Source: an optimization exercise on an open RTL-to-GDS flow (aim: small area, a short achievable clock period and few clock cycles per item). Production flows keep margins and buffers that such runs may drop. Function was not checked in any run shown here: the RTL went through the layout flow alone. Power and IR drop assume default switching activity.

## flow/design.v (module list and top-level ports; edited modules follow where they fit)
// module closest_colour_pixel_tracker: 1916 lines
// module ccpt_fa: 10 lines
module closest_colour_pixel_tracker (
  input  wire         clk,
  input  wire         rst_n,
  input  wire         cfg_we,
  input  wire  [2:0]  cfg_idx,
  input  wire  [23:0] cfg_wdata,
  input  wire         in_valid,
  output wire         in_stall,
  input  wire  [47:0] in_data,
  output wire         out_valid,
  input  wire         out_stall,
  output wire  [68:0] out_data
);
  // ...
==> flow/flow/run.sh <==
#!/bin/bash
# Layout flow: the standard flow (standard.sh), with the port buffers made of
# sky130_fd_sc_hd__buf_1 cells. The full make output goes to standard.log here.
set -euo pipefail
bash standard.sh "BUFFER_PORTS_ARGS=-buffer_cell sky130_fd_sc_hd__buf_1" finish > standard.log 2>&1
==> flow/standard.sh <==
#!/bin/bash
# synth_recipe.tcl (not shown) runs the flow's synth.tcl, then flattens the netlist and writes it again
# the make line also repeats each setting of config.mk as NAME=value (left out here)
make -C /OpenROAD-flow-scripts/flow DESIGN_CONFIG=/design/flow/config.mk WORK_HOME=/design/flow/orfs CLKGATE_MAP_FILE= SYNTH_SCRIPT=/design/flow/synth_recipe.tcl "${@:-finish}"
==> flow/config.mk <==
export PLATFORM = sky130hd
export DESIGN_NAME = closest_colour_pixel_tracker
export DESIGN_NICKNAME = closest_colour_pixel_tracker
export VERILOG_FILES = /design/flow/design.v
export SDC_FILE = /design/flow/constraint.sdc
export NUM_CORES = 4
export LEC_CHECK = 0
export CAP_MARGIN = 20
export CORE_MARGIN = 2
export CORE_UTILIZATION = 62
export CTS_CLUSTER_DIAMETER = 100
export CTS_CLUSTER_SIZE = 22
export SETUP_SLACK_MARGIN = 4.75
export SLEW_MARGIN = 20
export SYNTH_HIERARCHICAL = 1
==> flow/constraint.sdc <==
create_clock -name core_clock -period 7.5 [get_ports {clk}]
set_input_delay 1.5000 -clock core_clock [delete_from_list [all_inputs] [get_ports {clk}]]
set_output_delay 1.5000 -clock core_clock [all_outputs]
set_load 0.01 [all_outputs]
==> results.yml, run 1 <==
status:
  outcome: "timing/DRC/antenna clean"
sta:
  setup_slack_ns: 4.681
  period_minus_slack_ns: 2.819
  tns_ns: 0
  slew_headroom: 0.2788
  hold_viol: 0
  whs_ns: 0.3271
  finalCritPeriodShare: 0.3758
synthesis:
  yosysSeqAreaShare: 0.3776
  yosys.cell_types.count: 66
  synth_fa_ha_area_frac: 0.3090
  synth_edf_count: 0
  yosysWarnings: 7
  synth_ff_type: "dfxtp_1"
  synthTopCellsByCount: "dfxtp_1 (590), fa_1 (368), and2_1 (279)"
  synth_nets: 3460
  synthArstFlopShare: 0
drt:
  dr_wl_met3_mm: 3.731
  firstDrtPassIters: 5
  highest_layer: "met5"
  vias: 20930
  wire_per_inst_um: 20.68
hold_path:
  hold_end: "s3_d2[3]"
  whs_path_depth: 0
floorplanning:
  pin_count: 151
clocking:
  path_clk_slew_ns: 0.09
  clock_latency_ns: 0.61
  ctsHoldBuffers: 0
setup_path:
  path_depth: 10
  worstRegToRegCells: 10
  path_max_fanout: 2
  worst_path_max_delay_cell: "fa_2"
  arrival_ns: 3.31
run:
  max-cap-violations: 0
finish:
  diodes: 2
  clock_buffers: 31
  regArea_mm2: 0.01211
  final_common_cell: "dfxtp_1"
pwr:
  seqPwrFrac: 0.354
global_routing:
  grt_max_degree: 86
placement:
  pre_cts_slack_ns: 3.461
==> run 2, diff against run 1 <==
--- a/flow/design.v
+++ b/flow/design.v
@@ -10,172 +10,162 @@
   output wire         in_stall,
   input  wire  [47:0] in_data,
   output wire         out_valid,
   input  wire         out_stall,
   output wire  [68:0] out_data
 );
   reg  [23:0] tgn0, tgn1, tgn2;
   reg  [17:0] thr_sq0, thr_sq1, thr_sq2;
-  reg  [2:0]  thr_we1;
-  wire [3:0]  wa = cfg_wdata[8:5];
-  wire [4:0]  wb = cfg_wdata[4:0];
-  wire [7:0]  wa2 =
-                    (wa == 4'd1) ? 8'd1 :
-                    (wa == 4'd2) ? 8'd4 :
-                    (wa == 4'd3) ? 8'd9 :
-                    (wa == 4'd4) ? 8'd16 :
-                    (wa == 4'd5) ? 8'd25 :
-                    (wa == 4'd6) ? 8'd36 :
-                    (wa == 4'd7) ? 8'd49 :
-                    (wa == 4'd8) ? 8'd64 :
-                    (wa == 4'd9) ? 8'd81 :
-                    (wa == 4'd10) ? 8'd100 :
-                    (wa == 4'd11) ? 8'd121 :
-                    (wa == 4'd12) ? 8'd144 :
-                    (wa == 4'd13) ? 8'd169 :
-                    (wa == 4'd14) ? 8'd196 :
-                    (wa == 4'd15) ? 8'd225 :
-                    8'd0;
-  wire [9:0]  wb2 =
-                    (wb == 5'd1) ? 10'd1 :
-                    (wb == 5'd2) ? 10'd4 :
-                    (wb == 5'd3) ? 10'd9 :
-                    (wb == 5'd4) ? 10'd16 :
-                    (wb == 5'd5) ? 10'd25 :
-                    (wb == 5'd6) ? 10'd36 :
-                    (wb == 5'd7) ? 10'd49 :
-                    (wb == 5'd8) ? 10'd64 :
-                    (wb == 5'd9) ? 10'd81 :
-                    (wb == 5'd10) ? 10'd100 :
-                    (wb == 5'd11) ? 10'd121 :
-                    (wb == 5'd12) ? 10'd144 :
-                    (wb == 5'd13) ? 10'd169 :
-                    (wb == 5'd14) ? 10'd196 :
-                    (wb == 5'd15) ? 10'd225 :
-                    (wb == 5'd16) ? 10'd256 :
-                    (wb == 5'd17) ? 10'd289 :
-                    (wb == 5'd18) ? 10'd324 :
-                    (wb == 5'd19) ? 10'd361 :
-                    (wb == 5'd20) ? 10'd400 :
-                    (wb == 5'd21) ? 10'd441 :
-                    (wb == 5'd22) ? 10'd484 :
-                    (wb == 5'd23) ? 10'd529 :
-                    (wb == 5'd24) ? 10'd576 :
-                    (wb == 5'd25) ? 10'd625 :
-                    (wb == 5'd26) ? 10'd676 :
-                    (wb == 5'd27) ? 10'd729 :
-                    (wb == 5'd28) ? 10'd784 :
-                    (wb == 5'd29) ? 10'd841 :
-                    (wb == 5'd30) ? 10'd900 :
-                    (wb == 5'd31) ? 10'd961 :
-                    10'd0;
-  wire p843 = cfg_wdata[5] & cfg_wdata[0];
-  wire p844 = cfg_wdata[5] & cfg_wdata[1];
-  wire p845 = cfg_wdata[5] & cfg_wdata[2];
-  wire p846 = cfg_wdata[5] & cfg_wdata[3];
-  wire p847 = cfg_wdata[5] & cfg_wdata[4];
-  wire p848 = cfg_wdata[6] & cfg_wdata[0];
-  wire p849 = cfg_wdata[6] & cfg_wdata[1];
-  wire p850 = cfg_wdata[6] & cfg_wdata[2];
-  wire p851 = cfg_wdata[6] & cfg_wdata[3];
-  wire p852 = cfg_wdata[6] & cfg_wdata[4];
-  wire p853 = cfg_wdata[7] & cfg_wdata[0];
-  wire p854 = cfg_wdata[7] & cfg_wdata[1];
-  wire p855 = cfg_wdata[7] & cfg_wdata[2];
-  wire p856 = cfg_wdata[7] & cfg_wdata[3];
-  wire p857 = cfg_wdata[7] & cfg_wdata[4];
-  wire p858 = cfg_wdata[8] & cfg_wdata[0];
-  wire p859 = cfg_wdata[8] & cfg_wdata[1];
-  wire p860 = cfg_wdata[8] & cfg_wdata[2];
-  wire p861 = cfg_wdata[8] & cfg_wdata[3];
-  wire p862 = cfg_wdata[8] & cfg_wdata[4];
+  reg  [8:0]  thr_r;
+  reg  [2:0]  thr_we1, thr_we2;
+  wire p843 = thr_r[0] & thr_r[2];
+  wire p844 = thr_r[0] & thr_r[3];
+  wire p845 = thr_r[0] & thr_r[4];
+  wire p846 = thr_r[0] & thr_r[5];
+  wire p847 = thr_r[0] & thr_r[6];
+  wire p848 = thr_r[0] & thr_r[7];
+  wire p849 = thr_r[0] & thr_r[8];
+  wire p850 = thr_r[1] & ~thr_r[0];
+  wire p851 = thr_r[1] & thr_r[0];
+  wire p852 = thr_r[1] & thr_r[3];
+  wire p853 = thr_r[1] & thr_r[4];
+  wire p854 = thr_r[1] & thr_r[5];
+  wire p855 = thr_r[1] & thr_r[6];
+  wire p856 = thr_r[1] & thr_r[7];
+  wire p857 = thr_r[1] & thr_r[8];
+  wire p858 = thr_r[2] & ~thr_r[1];
+  wire p859 = thr_r[2] & thr_r[1];
+  wire p860 = thr_r[2] & thr_r[4];
+  wire p861 = thr_r[2] & thr_r[5];
+  wire p862 = thr_r[2] & thr_r[6];
+  wire p863 = thr_r[2] & thr_r[7];
+  wire p864 = thr_r[2] & thr_r[8];
+  wire p865 = thr_r[3] & ~thr_r[2];
+  wire p866 = thr_r[3] & thr_r[2];
+  wire p867 = thr_r[3] & thr_r[5];
+  wire p868 = thr_r[3] & thr_r[6];
+  wire p869 = thr_r[3] & thr_r[7];
+  wire p870 = thr_r[3] & thr_r[8];
+  wire p871 = thr_r[4] & ~thr_r[3];
+  wire p872 = thr_r[4] & thr_r[3];
+  wire p873 = thr_r[4] & thr_r[6];
+  wire p874 = thr_r[4] & thr_r[7];
+  wire p875 = thr_r[4] & thr_r[8];
+  wire p876 = thr_r[5] & ~thr_r[4];
+  wire p877 = thr_r[5] & thr_r[4];
+  wire p878 = thr_r[5] & thr_r[7];
+  wire p879 = thr_r[5] & thr_r[8];
+  wire p880 = thr_r[6] & ~thr_r[5];
+  wire p881 = thr_r[6] & thr_r[5];
+  wire p882 = thr_r[6] & thr_r[8];
+  wire p883 = thr_r[7] & ~thr_r[6];
+  wire p884 = thr_r[7] & thr_r[6];
+  wire p885 = thr_r[8] & ~thr_r[7];
+  wire p886 = thr_r[8] & thr_r[7];
   wire fs20001, fc20001;
-  ccpt_fa u_fa20001 (.a(p844), .b(p848), .c(wb2[7]), .s(fs20001), .co(fc20001));
+  ccpt_fa u_fa20001 (.a(p845), .b(p852), .c(p859), .s(fs20001), .co(fc20001));
   wire fs20002, fc20002;
-  ccpt_fa u_fa20002 (.a(p845), .b(p849), .c(p853), .s(fs20002), .co(fc20002));
+  ccpt_fa u_fa20002 (.a(p846), .b(p853), .c(p865), .s(fs20002), .co(fc20002));
   wire fs20003, fc20003;
-  ccpt_fa u_fa20003 (.a(wb2[8]), .b(fs20002), .c(fc20001), .s(fs20003), .co(fc20003));
+  ccpt_fa u_fa20003 (.a(p847), .b(p854), .c(p860), .s(fs20003), .co(fc20003));
   wire fs20004, fc20004;
-  ccpt_fa u_fa20004 (.a(p846), .b(p850), .c(p854), .s(fs20004), .co(fc20004));
+  ccpt_fa u_fa20004 (.a(p866), .b(fc20002), .c(fs20003), .s(fs20004), .co(fc20004));
   wire fs20005, fc20005;
-  ccpt_fa u_fa20005 (.a(p858), .b(fc20002), .c(wb2[9]), .s(fs20005), .co(fc20005));
+  ccpt_fa u_fa20005 (.a(p848), .b(p855), .c(p861), .s(fs20005), .co(fc20005));
   wire fs20006, fc20006;
-  ccpt_fa u_fa20006 (.a(p847), .b(p851), .c(p855), .s(fs20006), .co(fc20006));
+  ccpt_fa u_fa20006 (.a(p871), .b(fc20003), .c(fs20005), .s(fs20006), .co(fc20006));
   wire fs20007, fc20007;
-  ccpt_fa u_fa20007 (.a(p859), .b(fc20004), .c(wa2[0]), .s(fs20007), .co(fc20007));
+  ccpt_fa u_fa20007 (.a(p849), .b(p856), .c(p862), .s(fs20007), .co(fc20007));
   wire fs20008, fc20008;
-  ccpt_fa u_fa20008 (.a(fs20006), .b(fc20005), .c(fs20007), .s(fs20008), .co(fc20008));
+  ccpt_fa u_fa20008 (.a(p867), .b(p872), .c(fc20005), .s(fs20008), .co(fc20008));
   wire fs20009, fc20009;
-  ccpt_fa u_fa20009 (.a(p852), .b(p856), .c(p860), .s(fs20009), .co(fc20009));
+  ccpt_fa u_fa20009 (.a(fs20007), .b(fc20006), .c(fs20008), .s(fs20009), .co(fc20009));
   wire fs20010, fc20010;
-  ccpt_fa u_fa20010 (.a(fc20006), .b(fs20009), .c(fc20007), .s(fs20010), .co(fc20010));
+  ccpt_fa u_fa20010 (.a(p857), .b(p863), .c(p868), .s(fs20010), .co(fc20010));
   wire fs20011, fc20011;
-  ccpt_fa u_fa20011 (.a(p857), .b(p861), .c(fc20009), .s(fs20011), .co(fc20011));
+  ccpt_fa u_fa20011 (.a(p876), .b(fc20007), .c(fs20010), .s(fs20011), .co(fc20011));
   wire fs20012, fc20012;
-  ccpt_fa u_fa20012 (.a(p862), .b(wa2[3]), .c(fc20011), .s(fs20012), .co(fc20012));
+  ccpt_fa u_fa20012 (.a(fc20008), .b(fs20011), .c(fc20009), .s(fs20012), .co(fc20012));
+  wire fs20013, fc20013;
+  ccpt_fa u_fa20013 (.a(p864), .b(p869), .c(p873), .s(fs20013), .co(fc20013));
+  wire fs20014, fc20014;
+  ccpt_fa u_fa20014 (.a(p877), .b(fc20010), .c(fs20013), .s(fs20014), .co(fc20014));
+  wire fs20015, fc20015;
+  ccpt_fa u_fa20015 (.a(fc20011), .b(fs20014), .c(fc20012), .s(fs20015), .co(fc20015));
+  wire fs20016, fc20016;
+  ccpt_fa u_fa20016 (.a(p870), .b(p874), .c(p880), .s(fs20016), .co(fc20016));
+  wire fs20017, fc20017;
+  ccpt_fa u_fa20017 (.a(fc20013), .b(fs20016), .c(fc20014), .s(fs20017), .co(fc20017));
+  wire fs20018, fc20018;
+  ccpt_fa u_fa20018 (.a(p875), .b(p878), .c(p881), .s(fs20018), .co(fc20018));
+  wire fs20019, fc20019;
+  ccpt_fa u_fa20019 (.a(fc20016), .b(fs20018), .c(fc20017), .s(fs20019), .co(fc20019));
+  wire fs20020, fc20020;
+  ccpt_fa u_fa20020 (.a(p879), .b(p883), .c(fc20018), .s(fs20020), .co(fc20020));
+  wire fs20021, fc20021;
+  ccpt_fa u_fa20021 (.a(p882), .b(p884), .c(fc20020), .s(fs20021), .co(fc20021));
   reg  [0:0] thr_c_0;
   reg  [0:0] thr_c_2;
-  reg  [0:0] thr_c_3;
-  reg  [0:0] thr_c_4;
+  reg  [1:0] thr_c_3;
+  reg  [1:0] thr_c_4;
   reg  [0:0] thr_c_5;
   reg  [1:0] thr_c_6;
   reg  [0:0] thr_c_7;
-  reg  [0:0] thr_c_8;
-  reg  [2:0] thr_c_9;
+  reg  [1:0] thr_c_8;
+  reg  [0:0] thr_c_9;
   reg  [0:0] thr_c_10;
-  reg  [1:0] thr_c_11;
-  reg  [2:0] thr_c_12;
+  reg  [0:0] thr_c_11;
+  reg  [1:0] thr_c_12;
   reg  [0:0] thr_c_13;
   reg  [1:0] thr_c_14;
   reg  [0:0] thr_c_15;
-  reg  [0:0] thr_c_16;
+  reg  [1:0] thr_c_16;
   reg  [0:0] thr_c_17;
   always @(posedge clk) begin
-    thr_c_0 <= {wb2[0]};
-    thr_c_2 <= {wb2[2]};
-    thr_c_3 <= {wb2[3]};
-    thr_c_4 <= {wb2[4]};
-    thr_c_5 <= {wb2[5]};
-    thr_c_6 <= {p843, wb2[6]};
-    thr_c_7 <= {fs20001};
-    thr_c_8 <= {fs20003};
-    thr_c_9 <= {fc20003, fs20005, fs20004};
-    thr_c_10 <= {fs20008};
-    thr_c_11 <= {fs20010, fc20008};
-    thr_c_12 <= {fc20010, fs20011, wa2[2]};
-    thr_c_13 <= {fs20012};
-    thr_c_14 <= {fc20012, wa2[4]};
-    thr_c_15 <= {wa2[5]};
-    thr_c_16 <= {wa2[6]};
-    thr_c_17 <= {wa2[7]};
+    thr_c_0 <= {thr_r[0]};
+    thr_c_2 <= {p850};
+    thr_c_3 <= {p851, p843};
+    thr_c_4 <= {p858, p844};
+    thr_c_5 <= {fs20001};
+    thr_c_6 <= {fs20002, fc20001};
+    thr_c_7 <= {fs20004};
+    thr_c_8 <= {fs20006, fc20004};
+    thr_c_9 <= {fs20009};
+    thr_c_10 <= {fs20012};
+    thr_c_11 <= {fs20015};
+    thr_c_12 <= {fs20017, fc20015};
+    thr_c_13 <= {fs20019};
+    thr_c_14 <= {fs20020, fc20019};
+    thr_c_15 <= {fs20021};
+    thr_c_16 <= {fc20021, p885};
+    thr_c_17 <= {p886};
   end
-  wire fs20013, fc20013;
-  ccpt_fa u_fa20013 (.a(thr_c_9[0]), .b(thr_c_9[1]), .c(thr_c_9[2]), .s(fs20013), .co(fc20013));
-  wire fs20014, fc20014;
-  ccpt_fa u_fa20014 (.a(thr_c_12[0]), .b(thr_c_12[1]), .c(thr_c_12[2]), .s(fs20014), .co(fc20014));
-  wire [17:0] thr_sq_w = {thr_c_17[0], thr_c_16[0], thr_c_15[0], thr_c_14[0], thr_c_13[0], fs20014, thr_c_11[0], thr_c_10[0], fs20013, thr_c_8[0], thr_c_7[0], thr_c_6[0], thr_c_5[0], thr_c_4[0], thr_c_3[0], thr_c_2[0], 1'b0, thr_c_0[0]} + {1'b0, 1'b0, 1'b0, thr_c_14[1], fc20014, 1'b0, thr_c_11[1], fc20013, 1'b0, 1'b0, 1'b0, thr_c_6[1], 1'b0, 1'b0, 1'b0, 1'b0, 1'b0, 1'b0};
+  wire [17:0] thr_sq_w = {thr_c_17[0], thr_c_16[0], thr_c_15[0], thr_c_14[0], thr_c_13[0], thr_c_12[0], thr_c_11[0], thr_c_10[0], thr_c_9[0], thr_c_8[0], thr_c_7[0], thr_c_6[0], thr_c_5[0], thr_c_4[0], thr_c_3[0], thr_c_2[0], 1'b0, thr_c_0[0]} + {1'b0, thr_c_16[1], 1'b0, thr_c_14[1], 1'b0, thr_c_12[1], 1'b0, 1'b0, 1'b0, thr_c_8[1], 1'b0, thr_c_6[1], 1'b0, thr_c_4[1], thr_c_3[1], 1'b0, 1'b0, 1'b0};
   always @(posedge clk) begin
     if (!rst_n) begin
       tgn0 <= ~24'hFF0000;
       tgn1 <= ~24'h00FF00;
       tgn2 <= ~24'h0000FF;
       thr_sq0 <= 18'd22500;
       thr_sq1 <= 18'd30625;
       thr_sq2 <= 18'd22500;
       thr_we1 <= 3'b000;
+      thr_we2 <= 3'b000;
     end else begin
       if (cfg_we && cfg_idx == 3'd0) tgn0 <= ~cfg_wdata;
       if (cfg_we && cfg_idx == 3'd1) tgn1 <= ~cfg_wdata;
       if (cfg_we && cfg_idx == 3'd2) tgn2 <= ~cfg_wdata;
-      if (thr_we1[0]) thr_sq0 <= thr_sq_w;
-      if (thr_we1[1]) thr_sq1 <= thr_sq_w;
-      if (thr_we1[2]) thr_sq2 <= thr_sq_w;
+      if (thr_we2[0]) thr_sq0 <= thr_sq_w;
+      if (thr_we2[1]) thr_sq1 <= thr_sq_w;
+      if (thr_we2[2]) thr_sq2 <= thr_sq_w;
       thr_we1 <= {cfg_we && cfg_idx == 3'd5, cfg_we && cfg_idx == 3'd4, cfg_we && cfg_idx == 3'd3};
+      thr_we2 <= thr_we1;
     end
+    thr_r <= cfg_wdata[8:0];
   end
   reg         busy_r;
   reg         out_valid_r;
   wire        accept   = in_valid & ~busy_r;
   wire        handover = out_valid_r & ~out_stall;
   always @(posedge clk) begin
     if (!rst_n)                     busy_r <= 1'b0;
     else if (accept & in_data[0])   busy_r <= 1'b1;
@@ -1846,72 +1836,52 @@
   always @(posedge clk) begin
     s3_d0 <= d0;
     s3_d1 <= d1;
     s3_d2 <= d2;
   end
   reg  [15:0] best0, best1, best2;
   reg  [21:0] pos0, pos1, pos2;
   reg         flag0, flag1, flag2;
+  wire [21:0] pos_in = s3_pos & {22{rst_n}};
   wire lt_best0 = (s3_d0 < {2'b00, best0});
   wire lt_rst0  = (s3_d0 < 18'd65025);
   wire lt0      = s3_first ? lt_rst0 : lt_best0;
   wire pres0    = (s3_d0 < thr_sq0);
   always @(posedge clk) begin
-    if (!rst_n) begin
-      best0 <= 16'd65025;
-      pos0  <= 22'd0;
-      flag0 <= 1'b0;
-    end else if (s3_v) begin
-      if (lt0) begin
-        best0 <= s3_d0[15:0];
-        pos0  <= s3_pos;
-      end else if (s3_first) begin
-        best0 <= 16'd65025;
-      end
-      flag0 <= (flag0 & ~s3_first) | pres0;
-    end
+    if (!rst_n || (s3_v && (lt0 || s3_first)))
+      best0 <= (rst_n && lt0) ? s3_d0[15:0] : 16'd65025;
+    if (!rst_n || (s3_v && lt0))
+      pos0  <= pos_in;
+    if (!rst_n || s3_v)
+      flag0 <= rst_n & ((flag0 & ~s3_first) | pres0);
   end
   wire lt_best1 = (s3_d1 < {2'b00, best1});
   wire lt_rst1  = (s3_d1 < 18'd65025);
   wire lt1      = s3_first ? lt_rst1 : lt_best1;
   wire pres1    = (s3_d1 < thr_sq1);
   always @(posedge clk) begin
-    if (!rst_n) begin
-      best1 <= 16'd65025;
-      pos1  <= 22'd0;
-      flag1 <= 1'b0;
-    end else if (s3_v) begin
-      if (lt1) begin
-        best1 <= s3_d1[15:0];
-        pos1  <= s3_pos;
-      end else if (s3_first) begin
-        best1 <= 16'd65025;
-      end
-      flag1 <= (flag1 & ~s3_first) | pres1;
-    end
+    if (!rst_n || (s3_v && (lt1 || s3_first)))
+      best1 <= (rst_n && lt1) ? s3_d1[15:0] : 16'd65025;
+    if (!rst_n || (s3_v && lt1))
+      pos1  <= pos_in;
+    if (!rst_n || s3_v)
+      flag1 <= rst_n & ((flag1 & ~s3_first) | pres1);
   end
   wire lt_best2 = (s3_d2 < {2'b00, best2});
   wire lt_rst2  = (s3_d2 < 18'd65025);
   wire lt2      = s3_first ? lt_rst2 : lt_best2;
   wire pres2    = (s3_d2 < thr_sq2);
   always @(posedge clk) begin
-    if (!rst_n) begin
-      best2 <= 16'd65025;
-      pos2  <= 22'd0;
-      flag2 <= 1'b0;
-    end else if (s3_v) begin
-      if (lt2) begin
-        best2 <= s3_d2[15:0];
-        pos2  <= s3_pos;
-      end else if (s3_first) begin
-        best2 <= 16'd65025;
-      end
-      flag2 <= (flag2 & ~s3_first) | pres2;
-    end
+    if (!rst_n || (s3_v && (lt2 || s3_first)))
+      best2 <= (rst_n && lt2) ? s3_d2[15:0] : 16'd65025;
+    if (!rst_n || (s3_v && lt2))
+      pos2  <= pos_in;
+    if (!rst_n || s3_v)
+      flag2 <= rst_n & ((flag2 & ~s3_first) | pres2);
   end
   always @(posedge clk) begin
     if (!rst_n)                out_valid_r <= 1'b0;
     else if (s3_v & s3_last)   out_valid_r <= 1'b1;
     else if (handover)         out_valid_r <= 1'b0;
   end
   assign out_valid = out_valid_r;
   assign out_data  = {pos0, pos1, pos2, flag0, flag1, flag2};
==> flow/flow/run.sh (replaced) <==
#!/bin/bash
# Layout flow: the standard flow (standard.sh), with the port buffers made of
# sky130_fd_sc_hd__buf_2 cells. The full make output goes to standard.log here.
set -euo pipefail
bash standard.sh "BUFFER_PORTS_ARGS=-buffer_cell sky130_fd_sc_hd__buf_2" finish > standard.log 2>&1
==> flow/config.mk (replaced) <==
export PLATFORM = sky130hd
export DESIGN_NAME = closest_colour_pixel_tracker
export DESIGN_NICKNAME = closest_colour_pixel_tracker
export VERILOG_FILES = /design/flow/design.v
export SDC_FILE = /design/flow/constraint.sdc
export NUM_CORES = 4
export LEC_CHECK = 0
export CAP_MARGIN = 20
export CORE_MARGIN = 2
export CORE_UTILIZATION = 55
export CTS_CLUSTER_DIAMETER = 100
export CTS_CLUSTER_SIZE = 25
export SETUP_SLACK_MARGIN = 4.7
export SLEW_MARGIN = 20
export SYNTH_HIERARCHICAL = 1
==> run 2 against run 1 <==
Die area up 12%. Cell count down 3.9%. Worst hold slack better by 0.0023 ns. Routed wire length down 6.5%. Design area about the same. Sequential power up 4.9%. Maximum frequency down 2.8%. Clock skew up 0.0078 ns. Register-to-register slack worse by 0.08 ns. First-iteration DRC count down 20%. Combinational power down 7.5%. Flip-flop and latch count up 12. Critical endpoint is now s2_t1_15. Largest cell class unchanged. Largest power group unchanged. Highest routed layer unchanged.
==> results.yml, run 2 <==
pwr:
  power.density_mw_per_mm2: 354.3
  ir_worst_vdd_mv: 0.3568
  p_leak_nw: 15.09
setup_path:
  worstRegToRegCells: 7
  path_cells: "buf_4, and2_1, fa_2, fa_1, fa_2, fa_2, fa_1"
  cp-start-kind: "register"
  r2r-start: "s1_x10[7]"
  path_buf_inv: 1
  critPathMaxStageDelay_ns: 0.51
  worstPathRequired_ns: 7.99
  r2r_end: "s2_t1_15"
  worst_path_max_delay_cell: "fa_1"
  arrival_ns: 3.39
  path_max_fanout: 3
  critPathCaptureType: "register"
  crit_top_cell: "fa_2"
  crit_family: "adder cells"
  rrSetupSlack_ns: 4.60
  crit_type: "reg -> reg"
sta:
  slew_violations: 0
  finalCritPeriodShare: 0.3867
  slew_headroom: 0.3286
  tns_ns: 0
  period_minus_slack_ns: 2.900
  fmax_ghz: 0.3448
  worstMarginPinSlew_ns: 1.006
  fin_worst_skew_ns: 0.02718
  setup_viol: 0
  hold_viol: 0
  rsz0062_at_grt: "yes"
finish:
  syn_to_final_growth_pct: 13.54
  reg_top3: "tgn0 x24, tgn1 x24, tgn2 x24"
  layout_common_cells: "dfxtp_1 (393), and2_1 (314), fa_1 (271)"
  final_net_count: 3410
  final_common_cell: "dfxtp_1"
  drive_above_1_share: 0.2098
  nFillCells: 4475
  utilization: 0.6282
floorplanning:
  start_util: 0.5533
  fp.dieW_um: 241.5
  pin_count: 151
  num_rows: 87
  dieArea_mm2: 0.05831
  core_mm2: 0.05606
  die_h_um: 241.5
clocking:
  clock_latency_ns: 0.63
  cts_root_buf: "clkbuf_16"
  clk_path_buf_depth: 3
  numCtsBuffers: 29
  cts_tree: "built"
  cts_max_level: 1
  clock_sinks: 602
  path_clk_slew_ns: 0.10
drt:
  final_antenna_net_count: 0
  vias: 18800
  wire_per_inst_um: 20.13
  routed_via_density: 5.299
  route.detailed.drc: 0
  drt_wl_total_mm: 71.42
  drt-initial-drc-count: 1007
  firstDrtPassIters: 5
global_routing:
  grt_pass1_wl_mm: 111.8
  first_global_vias: 19970
  grt_antenna_before_repair: 8
  grt.total_usage: 0.2535
  grt_max_degree: 84
  gr-total-overflow: 0
synthesis:
  synth.most_common_cell: "dfxtp_1"
  synth.largest_area_cell: "dfxtp_1"
  yosysWarnings: 7
  synth_cells: 2551
  synthArstFlopShare: 0
  synth_ff_type: "dfxtp_1"
  yosysSeqAreaShare: 0.4263
  netlist_area_mm2: 0.03102
  synth_nets: 3191
  synth.top_cell.area_share: 0.3130
  synth_edf_count: 117
  synthTopCellsByCount: "dfxtp_1 (485), fa_1 (376), and2_1 (319)"
  yosys.cell_types.count: 60
  ys_ff_latch: 602
  syn_avg_cell_area_um2: 12.16
  synthTopCellsByArea: "dfxtp_1 (31%), fa_1 (24%), edfxtp_1 (11%)"
hold_path:
  worstHoldStart: "s2_pos[14]"
  hold_end: "s3_pos[14]"
  whs_path_depth: 0
  hold_path.class: "reg -> reg"
placement:
  hpwl_mm: 55.06
  gp_congestion: 0.8924
  io_buffer_count: 150
status:
  outcome: "timing/DRC/antenna clean"
run:
  max-cap-violations: 0
[run 2: cell count changes after synthesis, sizes merged, moves of 23 or more]
cell,change
and2,+40
clkbuf,-23
dfxtp,-105
edfxtp,+117
mux2i,-107
nand2,-140
nand3,-27
nor2,-38
nor2b,+35
or2,+24
[run 2: timing repair]
item	CTS	global route
cloned	1	1
hold buffers	0	0
pin swaps	52	44
setup endpoints to repair	183	148
setup buffers	72	17
gates resized for setup	248	68
[run 2: worst max path at each step]
stage / endpoint / startpoint / depth (start not counted)
4_1_cts: s3_d2[17] / s2_t2_6[0] / 11
5_1_grt: s3_d2[17] / s2_t2_6[0] / 11
3_3_place_gp: best1[13] / rst_n / 5
3_5_place_dp: best1[13] / rst_n / 5
6_report: s2_t1_15 / s1_x10[7] / 7
2_1_floorplan: s1_x00[8] / in_data[40] / 10
[run 2: power breakdown]
group / total [W] / switching, W / internal, W
Clock: 0.00181 / 0.00104 / 0.000771
Sequential: 0.00472 / 0.000608 / 0.00411
Combinational: 0.00595 / 0.00318 / 0.00277
Total: 0.0125 / 0.00483 / 0.00765
[run 2: layout make-up]
type	instances	area (um2)	area share
Multi-Input combinational cell	1745	17710	0.5029
Sequential cell	602	13530	0.3843
Timing Repair Buffer	242	1521	0.04320
Tap cell	756	945.9	0.02686
Clock buffer	41	770.7	0.02189
Inverter	150	616.8	0.01752
Clock inverter	9	110.1	0.003127
Antenna cell	3	7.507	0.0002132
[run 2: metal layers]
| layer | wire, um | global-route usage | part of all wire |
|---|---|---|---|
| met1 | 31580 | 0.3425 | 0.44 |
| met2 | 34530 | 0.4309 | 0.48 |
| met3 | 2987 | 0.03247 | 0.042 |
| met4 | 2241 | 0.07389 | 0.031 |
| met5 | 73 | 0 | 0.0010 |
[run 2: metrics by stage]
stage | total power (W) | hold slack [ns] | cells | cell area, um2 | worst slack [ns]
global placement | 0.01002 | 0.3105 | 3404 | 32850 | 3.600
CTS | 0.01245 | 0.3299 | 3527 | 34850 | 4.614
floorplan | 0.008284 | 0.3096 | 2551 | 31370 | 4.421
global route | 0.01356 | 0.3361 | 3546 | 35210 | 4.495
finish | 0.01248 | 0.3294 | 3548 | 35220 | 4.600
detailed placement | 0.01022 | 0.3121 | 3404 | 32850 | 3.514
[run 2: cells by family after synthesis]
kind of cell / count (synthesis) / synth area share
adders and majority gates: 560 / 0.3169
AOI/OAI and AO/OA: 319 / 0.06947
and+or+nand+nor: 773 / 0.1354
buffers and inverters: 206 / 0.02558
muxes: 13 / 0.004316
xor gates and xnor gates: 78 / 0.02203
DFF: 602 / 0.4263
[run 2: per-module statistics from Yosys, one instance, submodules excluded]
module / flip-flops and latches / times used / cell area [um2] / cells inside
ccpt_fa: 0 / 348 / 20.02 / 1
closest_colour_pixel_tracker: 602 / 1 / 24050 / 2203

-- static timing again, ports no longer ideal --
How much do the figures lean on ideal ports? The routed layouts below were timed once more, with nothing changed but the port constraints.
Step 1 (the two cells are an assumption about what drives the block):
set clk [get_ports {clk}]
set_driving_cell -lib_cell sky130_fd_sc_hd__clkbuf_16 $clk
set_driving_cell -lib_cell sky130_fd_sc_hd__buf_2 [delete_from_list [all_inputs] $clk]
Step 2 also shifts input and output timing later by t, the mid clock arrival at the registers, as if the neighbouring blocks saw the same clock.
Slacks: ideal / step 1 / step 2; pairs: ideal / step 1.
| run | t (ns) | setup slack, ns | hold WS [ns] | worst setup path after step 2 |
|---|---|---|---|---|
| run 1 | 0.668 | 4.681 / 4.681 / 4.125 | 0.327 / 0.327 / 0.327 | input to register |
| run 2 | 0.688 | 4.600 / 4.600 / 4.116 | 0.329 / 0.329 / 0.329 | input to register |
After both steps every run listed still meets setup and hold. For run 1, which loses most, drivers alone change the setup slack by 0.000 ns; drivers and shift together by -0.556 ns.
